Background: an optimization exercise with open tools, aiming at small area, a short achievable clock period and few clock cycles. Do not read the settings as production practice. Function was checked by simulation only, so behaviour that the tests miss may differ from the original. Power and IR drop assume default switching activity.

==> flow/design.v <==
module ex_stage (
  input  logic        clk,
  input  logic        rst,
  input  logic [7:0]  aluop_i,
  input  logic [3:0]  alusel_i,
  input  logic [63:0] oprand1_i,
  input  logic [63:0] oprand2_i,
  input  logic [4:0]  reg_write_addr_i,
  input  logic        reg_write_enable_i,
  input  logic        mem_valid_i,
  input  logic        mem_rw_i,
  output logic [63:0] reg_write_data_o,
  output logic [4:0]  reg_write_addr_o,
  output logic        reg_write_enable_o,
  output logic        mem_valid_o,
  output logic        mem_rw_o,
  output logic        stall_req_o
);
  localparam logic [63:0] INT_MIN = 64'h8000_0000_0000_0000;
  typedef enum logic [1:0] {IDLE, BUSY, DONE} state_t;
  state_t state;
  logic [63:0] rem_q;
  logic [63:0] quo_q;
  logic [63:0] dvs_q;
  logic [4:0]  cnt_q;
  logic [63:0] a, b;
  assign a = oprand1_i;
  assign b = oprand2_i;
  logic sel_logic, sel_shift, sel_arith, is_div, busy;
  assign sel_logic = (alusel_i == 4'd1);
  assign sel_shift = (alusel_i == 4'd2);
  assign sel_arith = (alusel_i == 4'd3);
  assign is_div    = (alusel_i == 4'd4) && (aluop_i[7:2] == 6'b001100);
  assign busy      = (state == BUSY);
  function automatic logic [64:0] bk_add(logic [63:0] x, logic [63:0] y, logic cin);
    logic [63:0] g, p, p0;
    p0 = x ^ y;
    g  = x & y;
    p  = p0;
    g[0] = g[0] | (p[0] & cin);
    for (int l = 0; l < 6; l++)
      for (int i = 0; i < 64; i++)
        if (((i + 1) % (2 << l)) == 0) begin
          g[i] = g[i] | (p[i] & g[i - (1 << l)]);
          p[i] = p[i] & p[i - (1 << l)];
        end
    for (int l = 4; l >= 0; l--)
      for (int i = 0; i < 64; i++)
        if (((i + 1) % (2 << l)) == (1 << l) && i >= (2 << l)) begin
          g[i] = g[i] | (p[i] & g[i - (1 << l)]);
          p[i] = p[i] & p[i - (1 << l)];
        end
    bk_add = {g[63], p0 ^ {g[62:0], cin}};
  endfunction
  function automatic logic [64:0] sk_add(logic [63:0] x, logic [63:0] y, logic cin);
    logic [63:0] g, p, p0, gn, pn;
    p0 = x ^ y;
    g  = x & y;
    p  = p0;
    g[0] = g[0] | (p[0] & cin);
    for (int l = 0; l < 6; l++) begin
      gn = g; pn = p;
      for (int i = 0; i < 64; i++)
        if (i & (1 << l)) begin
          gn[i] = g[i] | (p[i] & g[((i >> l) << l) - 1]);
          pn[i] = p[i] & p[((i >> l) << l) - 1];
        end
      g = gn; p = pn;
    end
    sk_add = {g[63], p0 ^ {g[62:0], cin}};
  endfunction
  logic        sh_left, sh_ok;
  logic [63:0] sh_in, sh_out, shift_res;
  assign sh_ok   = (aluop_i == 8'h10) || (aluop_i == 8'h11) || (aluop_i == 8'h12);
  assign sh_left = (aluop_i[1:0] == 2'b00);
  always_comb begin
    for (int i = 0; i < 64; i++) sh_in[i] = sh_left ? a[63-i] : a[i];
  end
  assign sh_out = 64'($signed({aluop_i[1] & a[63], sh_in}) >>> b[5:0]);
  always_comb begin
    for (int i = 0; i < 64; i++) shift_res[i] = sh_left ? sh_out[63-i] : sh_out[i];
  end
  logic        ar_sub;
  logic [63:0] add_a, add_b;
  logic [64:0] ar_sum;
  logic        ltu, lts;
  assign ar_sub = aluop_i[0] | aluop_i[1];    
  assign add_a  = a;
  assign add_b  = b;
  assign ar_sum = sk_add(add_a, add_b ^ {64{ar_sub}}, ar_sub);
  assign ltu    = ~ar_sum[64];
  assign lts    = (a[63] ^ b[63]) ? a[63] : ar_sum[63];
  logic        op_signed, op_rem, a_neg, b_neg;
  logic [63:0] a_mag, b_mag;
  logic        div_zero, div_ovf, div_fast;
  logic [6:0]  lz_a, lz_b, lz_d;
  assign op_signed = aluop_i[1];
  assign op_rem    = aluop_i[0];
  assign a_neg     = op_signed & a[63];
  assign b_neg     = op_signed & b[63];
  assign a_mag     = a_neg ? (~a + 64'd1) : a;
  assign b_mag     = b_neg ? (~b + 64'd1) : b;
  function automatic logic [6:0] clz64(logic [63:0] v);
    logic [63:0] z;
    logic [5:0]  c [64];
    for (int i = 0; i < 64; i++) begin
      z[i] = ~v[i];
      c[i] = '0;
    end
    for (int l = 1; l <= 6; l++)
      for (int g = 0; g < (64 >> l); g++) begin
        logic       zh, zl;
        logic [5:0] ch, cl;
        zh = z[2*g+1]; zl = z[2*g];
        ch = c[2*g+1]; cl = c[2*g];
        z[g] = zh & zl;
        c[g] = zh ? (cl | 6'(1 << (l - 1))) : ch;
      end
    clz64 = {z[0], c[0] & {6{~z[0]}}};
  endfunction
  function automatic logic pow2_neg(logic [63:0] x);
    pow2_neg = 1'b1;
    for (int i = 0; i < 63; i++) pow2_neg = pow2_neg & (x[i+1] | ~x[i]);
  endfunction
  logic [6:0] lz1_a, lz1_b;
  assign lz1_a = clz64(a ^ {64{a_neg}});
  assign lz1_b = clz64(b ^ {64{b_neg}});
  assign lz_a  = lz1_a - {6'd0, a_neg & pow2_neg(a)};
  assign lz_b  = lz1_b - {6'd0, b_neg & pow2_neg(b)};
  assign lz_d  = (lz_a > lz_b) ? 7'd0 : lz_b - lz_a;
  assign div_zero = (b == '0);
  assign div_ovf  = op_signed && (a == INT_MIN) && (b == '1);
  assign div_fast = div_zero | div_ovf | ({1'b0, lz1_a} > {1'b0, lz1_b} + 8'd1);
  logic [63:0] fast_res;
  always_comb begin
    if (div_zero)     fast_res = op_rem ? a : '1;
    else if (div_ovf) fast_res = op_rem ? '0 : a;
    else              fast_res = op_rem ? a : '0;
  end
  logic [63:0] d_init;
  assign d_init = b_mag << {lz_d[5:1], 1'b0};
  logic        q0, q1;
  logic [63:0] r1, r2;
  logic [64:0] s0, s1;
  assign s0 = bk_add(rem_q, ~{dvs_q[62:0], 1'b0}, 1'b1);
  assign q0 = s0[64] & ~dvs_q[63];
  assign r1 = q0 ? s0[63:0] : rem_q;
  assign s1 = bk_add(r1, ~dvs_q, 1'b1);
  assign q1 = s1[64];
  assign r2 = q1 ? s1[63:0] : r1;
  always_ff @(posedge clk) begin
    if (rst) begin
      state <= IDLE;
    end else begin
      case (state)
        IDLE:    if (is_div && !div_fast) state <= BUSY;
        BUSY:    if (cnt_q == '0) state <= DONE;
        default: state <= IDLE;
      endcase
    end
  end
  always_ff @(posedge clk) begin
    if (busy) begin
      rem_q <= r2;
      quo_q <= {quo_q[61:0], q0, q1};
      dvs_q <= dvs_q >> 2;
      cnt_q <= cnt_q - 1'b1;
    end else begin
      rem_q <= a_mag;
      quo_q <= '0;
      dvs_q <= d_init;
      cnt_q <= lz_d[5:1];
    end
  end
  logic [63:0] div_sel, div_res;
  logic        res_neg;
  assign div_sel = op_rem ? rem_q : quo_q;
  assign res_neg = op_rem ? a_neg : (a_neg ^ b_neg);
  assign div_res = res_neg ? (~div_sel + 64'd1) : div_sel;
  logic idle, done, en_and, en_or, en_xor, en_shift, en_add, en_slt, en_sltu;
  logic en_fast, en_alu, en_pass;
  assign idle     = !rst && (state == IDLE);
  assign done     = !rst && (state == DONE);
  assign en_and   = idle && sel_logic && (aluop_i == 8'h01);
  assign en_or    = idle && sel_logic && (aluop_i == 8'h02);
  assign en_xor   = idle && sel_logic && (aluop_i == 8'h03);
  assign en_shift = idle && sel_shift && sh_ok;
  assign en_add   = idle && sel_arith && (aluop_i[7:1] == 7'b0010000);
  assign en_slt   = idle && sel_arith && (aluop_i == 8'h22);
  assign en_sltu  = idle && sel_arith && (aluop_i == 8'h23);
  assign en_fast  = idle && is_div && div_fast;
  assign en_alu   = idle && !is_div;
  logic [3:0]  lut;
  logic [63:0] lut_res;
  assign lut = {en_and | en_or, en_or | en_xor, en_or | en_xor, 1'b0};
  always_comb begin
    for (int i = 0; i < 64; i++) lut_res[i] = lut[{a[i], b[i]}];
  end
  always_comb begin
    reg_write_data_o = lut_res
                     | ({64{en_shift}} & shift_res)
                     | ({64{en_add}}   & ar_sum[63:0])
                     | {63'd0, (en_slt & lts) | (en_sltu & ltu)}
                     | ({64{en_fast}}  & fast_res)
                     | ({64{done}}     & div_res);
    reg_write_addr_o   = rst ? 5'd0 : reg_write_addr_i;
    reg_write_enable_o = (en_alu | en_fast | done) & reg_write_enable_i;
    mem_valid_o        = en_alu & mem_valid_i;
    mem_rw_o           = en_alu & mem_rw_i;
    stall_req_o        = !rst && ((state == BUSY) || (state == IDLE && is_div && !div_fast));
  end
endmodule
clock: 10.0 ns
lec_check: 0
cap_margin: 20
core_margin: 2
core_utilization: 40
setup_slack_margin: 1.2
slew_margin: 20
run.sh (not shown) runs the stock make flow with config.mk's settings and CLKGATE_MAP_FILE= SYNTH_SCRIPT=/design/flow/synth_recipe.tcl, a recipe that flattens the netlist after the stock synthesis.
Testbench counts at the start, summed over its fixed seeds: cycles 54,191.
Next try:
--- a/flow/design.v
+++ b/flow/design.v
@@ -50,27 +50,10 @@
           g[i] = g[i] | (p[i] & g[i - (1 << l)]);
           p[i] = p[i] & p[i - (1 << l)];
         end
     bk_add = {g[63], p0 ^ {g[62:0], cin}};
   endfunction
-  function automatic logic [64:0] sk_add(logic [63:0] x, logic [63:0] y, logic cin);
-    logic [63:0] g, p, p0, gn, pn;
-    p0 = x ^ y;
-    g  = x & y;
-    p  = p0;
-    g[0] = g[0] | (p[0] & cin);
-    for (int l = 0; l < 6; l++) begin
-      gn = g; pn = p;
-      for (int i = 0; i < 64; i++)
-        if (i & (1 << l)) begin
-          gn[i] = g[i] | (p[i] & g[((i >> l) << l) - 1]);
-          pn[i] = p[i] & p[((i >> l) << l) - 1];
-        end
-      g = gn; p = pn;
-    end
-    sk_add = {g[63], p0 ^ {g[62:0], cin}};
-  endfunction
   logic        sh_left, sh_ok;
   logic [63:0] sh_in, sh_out, shift_res;
   assign sh_ok   = (aluop_i == 8'h10) || (aluop_i == 8'h11) || (aluop_i == 8'h12);
   assign sh_left = (aluop_i[1:0] == 2'b00);
   always_comb begin
@@ -85,11 +68,11 @@
   logic [64:0] ar_sum;
   logic        ltu, lts;
   assign ar_sub = aluop_i[0] | aluop_i[1];    
   assign add_a  = a;
   assign add_b  = b;
-  assign ar_sum = sk_add(add_a, add_b ^ {64{ar_sub}}, ar_sub);
+  assign ar_sum = {1'b0, add_a} + {1'b0, add_b ^ {64{ar_sub}}} + {64'd0, ar_sub};
   assign ltu    = ~ar_sum[64];
   assign lts    = (a[63] ^ b[63]) ? a[63] : ar_sum[63];
   logic        op_signed, op_rem, a_neg, b_neg;
   logic [63:0] a_mag, b_mag;
   logic        div_zero, div_ovf, div_fast;
=> The changed run produced a clean layout. Clock power came out higher by about 2%. Die area came out higher by about 1.5%. Utilization came out higher by 1.0 points. Clock-buffer cell count came out lower by 4. Final area came out higher by about 3.7%. Non-clock buffer count came out higher by 77. Critical path depth came out higher by 7.
Testbench counts after the change, summed over its fixed seeds: cycles 54,191.

==> port drivers added, routing unchanged <==
In the flow no input, the clock included, has a driving cell. The finished layouts below were timed again as built, in two steps. Step 1 assumes that a clkbuf_16 drives the clock port and a buf_2 every other input. Step 2 adds t to the input delays and takes it off the output delays; t is the mean of the earliest and latest rising clock arrival at the registers after step 1. Input paths then give back, and output paths get back, about the clock's delay inside the block. a / b / c = no drivers / after step 1 / after step 2; a / b = the first two.
run | t, ns | setup slack, ns | latest minus earliest clock arrival (ns)
the first run | 0.516 | 1.170 / 1.148 / 0.856 | 0.016 / 0.016
the second run | 0.540 | 0.801 / 0.744 / 0.672 | 0.021 / 0.021
After both steps setup and hold are still met in every run listed. The setup slack of the first run, which loses most, moves by -0.022 ns with the drivers and by -0.314 ns with both steps.
